This is an optimization exercise on Yosys and OpenROAD, whose aim is small area and few clock cycles, not a production implementation. In this exercise RTL edits were held to simulation tests only and were not proved equivalent to the original.

==> ember <==
==> flow/design.v <==
`default_nettype none
package bmaq_pkg;
  localparam int PIX_W      = 8;
  localparam int SUM_W      = 13;
  localparam int ROW_W      = 12;
  localparam int CODE_W     = 7;
  localparam int WIDTH_W    = 10;
  localparam int HEIGHT_W   = 12;
  localparam int CFG_DATA_W = 12;
  localparam int CFG_IDX_W  = 1;
  localparam int IDX_W      = 4;
  localparam int RampLevels = 9;
  localparam int NumThr     = RampLevels - 1;
  localparam int MAX_WIDTH_DEF  = 512;
  localparam int BLOCK_ROWS_DEF = 6;
  localparam int BLOCK_COLS_DEF = 3;
  localparam int SUM_DEPTH_DEF  = (MAX_WIDTH_DEF + BLOCK_COLS_DEF - 1) / BLOCK_COLS_DEF;
  localparam logic [WIDTH_W-1:0]  WIDTH_RESET  = 10'd400;
  localparam logic [HEIGHT_W-1:0] HEIGHT_RESET = 12'd220;
  localparam logic [CODE_W-1:0]   CHAR_NEWLINE = 7'd10;
  typedef enum logic [CFG_IDX_W-1:0] {
    CFG_IMAGE_WIDTH  = 1'b0,
    CFG_IMAGE_HEIGHT = 1'b1
  } cfg_reg_e;
endpackage
`default_nettype wire
`default_nettype none
module bmaq_sum_ram #(
  parameter int NWIN   = 8,
  parameter int NIB_W  = 4,
  parameter int MAXLEN = 511 - 3 * NWIN,
  parameter int LEN_W  = $clog2(MAXLEN + 1),
  parameter int WIN_W  = (NWIN > 1) ? $clog2(NWIN) : 1
) (
  input  wire logic               clk_i,
  input  wire logic [LEN_W-1:0]   len_i,      
  input  wire logic [NWIN-1:0]    grp_on_i,   
  input  wire logic [WIN_W-1:0]   win_i,      
  input  wire logic               wr_i,
  input  wire logic [3*NIB_W-1:0] wr_data_i,
  output logic      [3*NIB_W-1:0] rd_data_o
);
  localparam int NSlot = 3 * NWIN + 1;
  logic [NIB_W-1:0] tail;
  logic [NIB_W-1:0] x [NSlot];
  logic [NIB_W-1:0] grp_in [NWIN+1];
  always_ff @(posedge clk_i) begin
    x[0] <= tail;
  end
  assign grp_in[0] = x[0];
  for (genvar g = 0; g < NWIN; g++) begin : g_grp
    logic wr;
    assign wr = wr_i && (win_i == WIN_W'(g));
    always_ff @(posedge clk_i) begin
      x[3*g+1] <= wr ? wr_data_i[3*NIB_W-1:2*NIB_W] : grp_in[g];
      x[3*g+2] <= wr ? wr_data_i[2*NIB_W-1:NIB_W]   : x[3*g+1];
      x[3*g+3] <= wr ? wr_data_i[NIB_W-1:0]         : x[3*g+2];
    end
    assign grp_in[g+1] = grp_on_i[g] ? x[3*g+3] : grp_in[g];
  end
  always_comb begin
    rd_data_o = '0;
    for (int m = 0; m < NWIN; m++) begin
      if (win_i == WIN_W'(m)) rd_data_o = {x[3*m], x[3*m+1], x[3*m+2]};
    end
  end
  localparam int NPow = $clog2(MAXLEN + 2) - 1;
  localparam int Rem  = MAXLEN - ((1 << NPow) - 1);
  localparam int NSeg = (Rem > 0) ? NPow + 1 : NPow;
  logic [NSeg-1:0]  use_seg;
  logic [LEN_W-1:0] len_rest;
  always_comb begin
    len_rest = len_i;
    use_seg  = '0;
    if (Rem > 0 && len_i > LEN_W'((1 << NPow) - 1)) begin
      len_rest        = len_i - LEN_W'(Rem);
      use_seg[NSeg-1] = 1'b1;
    end
    use_seg[NPow-1:0] = len_rest[NPow-1:0];
  end
  logic [NIB_W-1:0] link [NSeg+1];
  assign link[0] = grp_in[NWIN];
  for (genvar s = 0; s < NSeg; s++) begin : g_seg
    localparam int Len = (s < NPow) ? (1 << s) : Rem;
    logic [NIB_W-1:0] q [Len];
    always_ff @(posedge clk_i) begin
      q[0] <= link[s];
      for (int i = 1; i < Len; i++) q[i] <= q[i-1];
    end
    assign link[s+1] = use_seg[s] ? q[Len-1] : link[s];
  end
  assign tail = link[NSeg];
endmodule
`default_nettype wire
`default_nettype none
import bmaq_pkg::*;
module block_mean_ascii_quantizer #(
  parameter int MAX_WIDTH  = bmaq_pkg::MAX_WIDTH_DEF,
  parameter int BLOCK_ROWS = bmaq_pkg::BLOCK_ROWS_DEF,
  parameter int BLOCK_COLS = bmaq_pkg::BLOCK_COLS_DEF
) (
  input  wire logic                            clk_i,
  input  wire logic                            rst_ni,
  input  wire logic                            cfg_we_i,
  input  wire logic [bmaq_pkg::CFG_IDX_W-1:0]  cfg_index_i,
  input  wire logic [bmaq_pkg::CFG_DATA_W-1:0] cfg_data_i,
  input  wire logic                            s_axis_tvalid_i,
  output logic                                 s_axis_tready_o,
  input  wire logic [7:0]                      s_axis_tdata_i,    
  output logic                                 m_axis_tvalid_o,
  input  wire logic                            m_axis_tready_i,
  output logic      [7:0]                      m_axis_tdata_o,    
  output logic                                 m_axis_tlast_o,
  output logic      [0:0]                      m_axis_tuser_o     
);
  localparam int NWin  = 8;
  localparam int WinW  = $clog2(NWin);
  localparam int ColW  = $clog2(MAX_WIDTH);
  localparam int LenW  = $clog2(MAX_WIDTH - 3 * NWin);
  localparam int SubW  = (BLOCK_COLS > 1) ? $clog2(BLOCK_COLS) : 1;
  localparam int RibW  = (BLOCK_ROWS > 1) ? $clog2(BLOCK_ROWS) : 1;
  localparam int RowSW = $clog2(BLOCK_COLS * 255 + 1);
  localparam int AccW  = $clog2(BLOCK_ROWS * BLOCK_COLS * 255 + 1);
  localparam int NibW  = 4;
  localparam int StoW  = NibW * BLOCK_COLS;
  localparam int ThrW  = $clog2(228 * BLOCK_ROWS * BLOCK_COLS + 1);
  localparam int CmpW  = (ThrW > AccW) ? ThrW : AccW;
  logic [ColW-1:0]     wl_q;
  logic [HEIGHT_W-1:0] hl_q;
  logic [WIDTH_W-1:0]  cfg_w;
  logic [HEIGHT_W-1:0] cfg_h;
  assign cfg_w = cfg_data_i[WIDTH_W-1:0];
  assign cfg_h = cfg_data_i[HEIGHT_W-1:0];
  always_ff @(posedge clk_i or negedge rst_ni) begin
    if (!rst_ni) begin
      wl_q <= ColW'(WIDTH_RESET - 1);
      hl_q <= HEIGHT_RESET - 1;
    end else if (cfg_we_i) begin
      case (cfg_index_i)
        CFG_IMAGE_WIDTH: begin
          if (cfg_w == '0) begin
            wl_q <= '0;
          end else if (cfg_w > WIDTH_W'(MAX_WIDTH)) begin
            wl_q <= ColW'(MAX_WIDTH - 1);
          end else begin
            wl_q <= ColW'(cfg_w - WIDTH_W'(1));
          end
        end
        CFG_IMAGE_HEIGHT: hl_q <= (cfg_h == '0) ? '0 : cfg_h - HEIGHT_W'(1);
        default: ;
      endcase
    end
  end
  logic [NWin-1:0] grp_on;
  logic [LenW-1:0] ring_len;
  always_comb begin
    ring_len = LenW'(wl_q);
    for (int g = 0; g < NWin; g++) begin
      grp_on[g] = wl_q >= ColW'(3 * g + 3);
      if (wl_q >= ColW'(3 * g + 3)) ring_len = LenW'(wl_q - ColW'(3 * g + 3));
    end
  end
  logic [ColW-1:0]  col_q;
  logic [SubW-1:0]  sub_q;
  logic [ROW_W-1:0] row_q;
  logic [RibW-1:0]  rib_q;
  logic [ColW-1:0]  lag_q, lag_d;
  logic             row_end, img_end, band_end, sub_last, block_end, first_row;
  logic             band_start, use_ring, tap_ok, emit, accept, out_free;
  logic [WinW-1:0]  win;
  always_comb begin
    row_end    = col_q == wl_q;
    img_end    = row_q == hl_q;
    band_end   = img_end || (rib_q == RibW'(BLOCK_ROWS - 1));
    sub_last   = sub_q == SubW'(BLOCK_COLS - 1);
    block_end  = row_end || sub_last;
    first_row  = rib_q == '0;
    band_start = first_row && (col_q == '0);
    use_ring   = sub_last && !row_end;
    emit       = band_end && block_end;
  end
  always_comb begin
    tap_ok = 1'b0;
    win    = '0;
    for (int m = 0; m < NWin; m++) begin
      if (lag_q == ColW'(3 * m + 1)) begin
        tap_ok = grp_on[m];
        win    = WinW'(m);
      end
    end
  end
  assign s_axis_tready_o = (!use_ring || tap_ok) && (!emit || out_free);
  assign accept          = s_axis_tvalid_i && s_axis_tready_o;
  always_comb begin
    if (band_start) begin
      lag_d = ColW'(1);
    end else if (accept) begin
      lag_d = lag_q;
    end else if (lag_q == wl_q) begin
      lag_d = '0;
    end else begin
      lag_d = lag_q + ColW'(1);
    end
  end
  always_ff @(posedge clk_i) begin
    lag_q <= lag_d;
  end
  always_ff @(posedge clk_i or negedge rst_ni) begin
    if (!rst_ni) begin
      col_q <= '0;
      sub_q <= '0;
      row_q <= '0;
      rib_q <= '0;
    end else if (accept) begin
      if (row_end) begin
        col_q <= '0;
        sub_q <= '0;
        if (img_end) begin
          row_q <= '0;
          rib_q <= '0;
        end else begin
          row_q <= row_q + ROW_W'(1);
          rib_q <= band_end ? '0 : rib_q + RibW'(1);
        end
      end else begin
        col_q <= col_q + ColW'(1);
        sub_q <= sub_last ? '0 : sub_q + SubW'(1);
      end
    end
  end
  logic [StoW-1:0]  above, ring_sum, side_q;
  logic [RowSW-1:0] acc_q;
  logic [AccW-1:0]  sum;
  bmaq_sum_ram #(
    .NWIN   (NWin),
    .NIB_W  (NibW),
    .MAXLEN (MAX_WIDTH - 1 - 3 * NWin)
  ) u_sum_ram (
    .clk_i     (clk_i),
    .len_i     (ring_len),
    .grp_on_i  (grp_on),
    .win_i     (win),
    .wr_i      (accept && use_ring),
    .wr_data_i (sum[StoW-1:0]),
    .rd_data_o (ring_sum)
  );
  always_comb begin
    if (first_row) begin
      above = '0;
    end else if (row_end) begin
      above = side_q;
    end else begin
      above = ring_sum;
    end
    sum = AccW'(above) + AccW'((sub_q == '0) ? '0 : acc_q)
        + AccW'(s_axis_tdata_i[PIX_W-1:0]);
  end
  always_ff @(posedge clk_i) begin
    if (accept) begin
      acc_q <= RowSW'(((sub_q == '0) ? '0 : acc_q) + RowSW'(s_axis_tdata_i[PIX_W-1:0]));
    end
    if (accept && row_end) begin
      side_q <= sum[StoW-1:0];
    end
  end
  logic [ThrW-1:0]  thr [NumThr];
  logic [IDX_W-1:0] level;
  always_comb begin
    for (int k = 0; k < NumThr; k++) begin
      thr[k] = '0;
      for (int r = 0; r < BLOCK_ROWS; r++) begin
        for (int c = 0; c < BLOCK_COLS; c++) begin
          if (rib_q == RibW'(r) && sub_q == SubW'(c)) begin
            thr[k] = ThrW'(((k + 1) * 256 + RampLevels - 1) / RampLevels * (r + 1) * (c + 1));
          end
        end
      end
    end
    level = '0;
    for (int k = 0; k < NumThr; k++) begin
      if (CmpW'(sum) >= CmpW'(thr[k])) begin
        level = level + IDX_W'(1);
      end
    end
  end
  logic              out_valid_q, out_phase_q, out_nl_q, out_fe_q;
  logic [IDX_W-1:0]  out_level_q;
  logic [CODE_W-1:0] glyph;
  logic              out_fire;
  assign out_fire = m_axis_tvalid_o && m_axis_tready_i;
  assign out_free = !out_valid_q || (m_axis_tready_i && m_axis_tlast_o);
  always_ff @(posedge clk_i or negedge rst_ni) begin
    if (!rst_ni) begin
      out_valid_q <= 1'b0;
      out_phase_q <= 1'b0;
    end else if (accept && emit) begin
      out_valid_q <= 1'b1;
      out_phase_q <= 1'b0;
    end else if (out_fire) begin
      if (!out_phase_q && out_nl_q) begin
        out_phase_q <= 1'b1;
      end else begin
        out_valid_q <= 1'b0;
        out_phase_q <= 1'b0;
      end
    end
  end
  always_ff @(posedge clk_i) begin
    if (accept && emit) begin
      out_level_q <= level;
      out_nl_q    <= row_end;
      out_fe_q    <= img_end;
    end
  end
  always_comb begin
    case (out_level_q)
      4'd0:    glyph = 7'h20;   
      4'd1:    glyph = 7'h2E;   
      4'd2:    glyph = 7'h3A;   
      4'd3:    glyph = 7'h2D;   
      4'd4:    glyph = 7'h3D;   
      4'd5:    glyph = 7'h2A;   
      4'd6:    glyph = 7'h23;   
      4'd7:    glyph = 7'h25;   
      default: glyph = 7'h40;   
    endcase
  end
  assign m_axis_tvalid_o = out_valid_q;
  assign m_axis_tdata_o  = {1'b0, out_phase_q ? CHAR_NEWLINE : glyph};
  assign m_axis_tlast_o  = out_phase_q || !out_nl_q;
  assign m_axis_tuser_o  = out_phase_q && out_fe_q;
endmodule
`default_nettype wire
==> flow/run.sh <==
#!/bin/bash
# synth_recipe.tcl (not shown) runs the flow's synth.tcl, then flattens the netlist and writes it again
# the make line also repeats each setting of config.mk as NAME=value (left out here)
make -C /OpenROAD-flow-scripts/flow DESIGN_CONFIG=/design/flow/config.mk WORK_HOME=/design/flow/orfs CLKGATE_MAP_FILE= SYNTH_SCRIPT=/design/flow/synth_recipe.tcl finish
==> flow/config.mk <==
export PLATFORM = sky130hd
export DESIGN_NAME = block_mean_ascii_quantizer
export DESIGN_NICKNAME = block_mean_ascii_quantizer
export VERILOG_FILES = /design/flow/design.v
export SDC_FILE = /design/flow/constraint.sdc
export NUM_CORES = 4
export LEC_CHECK = 0
export ABC_AREA = 1
export CAP_MARGIN = 20
export CORE_MARGIN = 2
export CORE_UTILIZATION = 45
export SLEW_MARGIN = 20
==> flow/constraint.sdc <==
create_clock -name core_clock -period 9.0 [get_ports {clk_i}]
set_input_delay 1.8000 -clock core_clock [delete_from_list [all_inputs] [get_ports {clk_i}]]
set_output_delay 1.8000 -clock core_clock [all_outputs]
set_load 0.01 [all_outputs]
==> xenon: changes against ember <==
--- a/flow/design.v
+++ b/flow/design.v
@@ -84,8 +84,9 @@
     localparam int Len = (s < NPow) ? (1 << s) : Rem;
-    logic [NIB_W-1:0] q [Len];
-    always_ff @(posedge clk_i) begin
-      q[0] <= link[s];
-      for (int i = 1; i < Len; i++) q[i] <= q[i-1];
+    logic [NIB_W*Len-1:0] q;
+    if (Len == 1) begin : g_one
+      always_ff @(posedge clk_i) q <= link[s];
+    end else begin : g_many
+      always_ff @(posedge clk_i) q <= {q[NIB_W*(Len-1)-1:0], link[s]};
     end
-    assign link[s+1] = use_seg[s] ? q[Len-1] : link[s];
+    assign link[s+1] = use_seg[s] ? q[NIB_W*Len-1 -: NIB_W] : link[s];
   end
@@ -115,3 +116,3 @@
 );
-  localparam int NWin  = 8;
+  localparam int NWin  = 12;
   localparam int WinW  = $clog2(NWin);
@@ -156,6 +157,10 @@
   always_comb begin
-    ring_len = LenW'(wl_q);
-    for (int g = 0; g < NWin; g++) begin
-      grp_on[g] = wl_q >= ColW'(3 * g + 3);
-      if (wl_q >= ColW'(3 * g + 3)) ring_len = LenW'(wl_q - ColW'(3 * g + 3));
+    for (int g = 0; g < NWin; g++) grp_on[g] = wl_q >= ColW'(3 * g + 3);
+    if (grp_on[NWin-1]) begin
+      ring_len = LenW'(wl_q - ColW'(3 * NWin));
+    end else begin
+      ring_len = '0;
+      for (int v = 0; v < 3 * NWin; v++) begin
+        if (wl_q[$clog2(3 * NWin)-1:0] == $clog2(3 * NWin)'(v)) ring_len = LenW'(v % 3);
+      end
     end
@@ -201,3 +206,3 @@
     end else begin
-      lag_d = lag_q + ColW'(1);
+      lag_d = lag_inc;
     end
@@ -207,2 +212,22 @@
   end
+  logic [ColW-1:0]  col_inc, lag_inc;
+  logic [ROW_W-1:0] row_inc;
+  always_comb begin
+    logic c;
+    c = 1'b1;
+    for (int i = 0; i < ColW; i++) begin
+      col_inc[i] = col_q[i] ^ c;
+      c          = c & col_q[i];
+    end
+    c = 1'b1;
+    for (int i = 0; i < ColW; i++) begin
+      lag_inc[i] = lag_q[i] ^ c;
+      c          = c & lag_q[i];
+    end
+    c = 1'b1;
+    for (int i = 0; i < ROW_W; i++) begin
+      row_inc[i] = row_q[i] ^ c;
+      c          = c & row_q[i];
+    end
+  end
   always_ff @(posedge clk_i or negedge rst_ni) begin
@@ -221,3 +246,3 @@
         end else begin
-          row_q <= row_q + ROW_W'(1);
+          row_q <= row_inc;
           rib_q <= band_end ? '0 : rib_q + RibW'(1);
@@ -225,3 +250,3 @@
       end else begin
-        col_q <= col_q + ColW'(1);
+        col_q <= col_inc;
         sub_q <= sub_last ? '0 : sub_q + SubW'(1);
@@ -246,3 +271,5 @@
   );
+  logic [RowSW-1:0] acc_in, acc_d;
   always_comb begin
+    logic c;
     if (first_row) begin
@@ -254,4 +281,18 @@
     end
-    sum = AccW'(above) + AccW'((sub_q == '0) ? '0 : acc_q)
-        + AccW'(s_axis_tdata_i[PIX_W-1:0]);
+    acc_in = (sub_q == '0) ? '0 : acc_q;
+    c      = 1'b0;
+    for (int i = 0; i < RowSW; i++) begin
+      logic p;
+      p        = (i < PIX_W) ? s_axis_tdata_i[i] : 1'b0;
+      acc_d[i] = acc_in[i] ^ p ^ c;
+      c        = (acc_in[i] & p) | (c & (acc_in[i] ^ p));
+    end
+    c = 1'b0;
+    for (int i = 0; i < AccW; i++) begin
+      logic x, y;
+      x      = (i < StoW) ? above[i] : 1'b0;
+      y      = (i < RowSW) ? acc_d[i] : 1'b0;
+      sum[i] = x ^ y ^ c;
+      c      = (x & y) | (c & (x ^ y));
+    end
   end
@@ -259,3 +300,3 @@
     if (accept) begin
-      acc_q <= RowSW'(((sub_q == '0) ? '0 : acc_q) + RowSW'(s_axis_tdata_i[PIX_W-1:0]));
+      acc_q <= acc_d;
     end
@@ -267,2 +308,3 @@
   logic [IDX_W-1:0] level;
+  logic [NumThr-1:0] ge;
   always_comb begin
@@ -278,8 +320,12 @@
     end
-    level = '0;
     for (int k = 0; k < NumThr; k++) begin
-      if (CmpW'(sum) >= CmpW'(thr[k])) begin
-        level = level + IDX_W'(1);
+      ge[k] = 1'b1;
+      for (int i = 0; i < CmpW; i++) begin
+        ge[k] = (sum[i] & ~thr[k][i]) | ((sum[i] | ~thr[k][i]) & ge[k]);
       end
     end
+    level[3] = ge[7];
+    level[2] = ge[3] & ~ge[7];
+    level[1] = (ge[1] & ~ge[3]) | (ge[5] & ~ge[7]);
+    level[0] = (ge[0] & ~ge[1]) | (ge[2] & ~ge[3]) | (ge[4] & ~ge[5]) | (ge[6] & ~ge[7]);
   end
- CORE_UTILIZATION: 45 -> 60
- CTS_CLUSTER_DIAMETER: unset -> 110
- CTS_CLUSTER_SIZE: unset -> 32
==> qor summary <==
DRC marker count from the first detailed-route iteration: ember 1705; xenon 1841
Worst path setup slack after routing: ember 0.6486 ns; xenon 0.6265 ns
Critical hold path startpoint: ember u_sum_ram.g_seg[7].q[42][2]; xenon u_sum_ram.g_seg[3].q[27]
Nonclk buf count: ember 153; xenon 88
Layout Nets: ember 4630; xenon 4327
Die outline height: ember 351.7 um; xenon 302.3 um
FILL cells: ember 10020; xenon 6670
Xor-xnor portion of the synthesized cell area: ember 0.008003; xenon 0.005412
Non-filler instance count after layout: ember 6229; xenon 5415
Critical path data required time: ember 9.75 ns; xenon 9.64 ns
Via count of the first global-routing pass: ember 27100; xenon 24920
Worst Skew: ember 0.05552 ns; xenon 0.04932 ns
Routed length on met1: ember 45370 um; xenon 45480 um
Synthesized net count: ember 4338; xenon 4242
Status: ember no timing/DRC/antenna violations; xenon no timing/DRC/antenna violations
Area occupied by multi-input gates: ember 9817 um2; xenon 8562 um2
Sequential fraction of total cell area: ember 0.6750; xenon 0.7551
Testbench counts of ember, summed over its fixed seeds: cycles 192,960.
Testbench counts of xenon, summed over its fixed seeds: cycles 192,960.

[re-timing with driven ports]
No port has a modelled driver above. Below, the same layouts with a new extraction and two added sets of constraints.
Step 1: set_driving_cell puts a clkbuf_16 on clk_i and a buf_2 on each other input, an assumption about the parent block.
Step 2 also shifts input and output timing later by t, the mid clock arrival at the registers, as if the neighbouring blocks saw the same clock.
Slacks: ideal ports / drivers / drivers and shift; pairs: ideal ports / drivers.
run	shift t [ns]	setup slack, ns	worst setup path after step 2
ember	0.836	0.649 / 0.649 / 0.417	input to register
xenon	0.724	0.626 / 0.626 / 0.626	register to register
After both steps every run listed still meets setup and hold. For ember, which loses most, drivers alone change the setup slack by 0.000 ns; drivers and shift together by -0.232 ns.
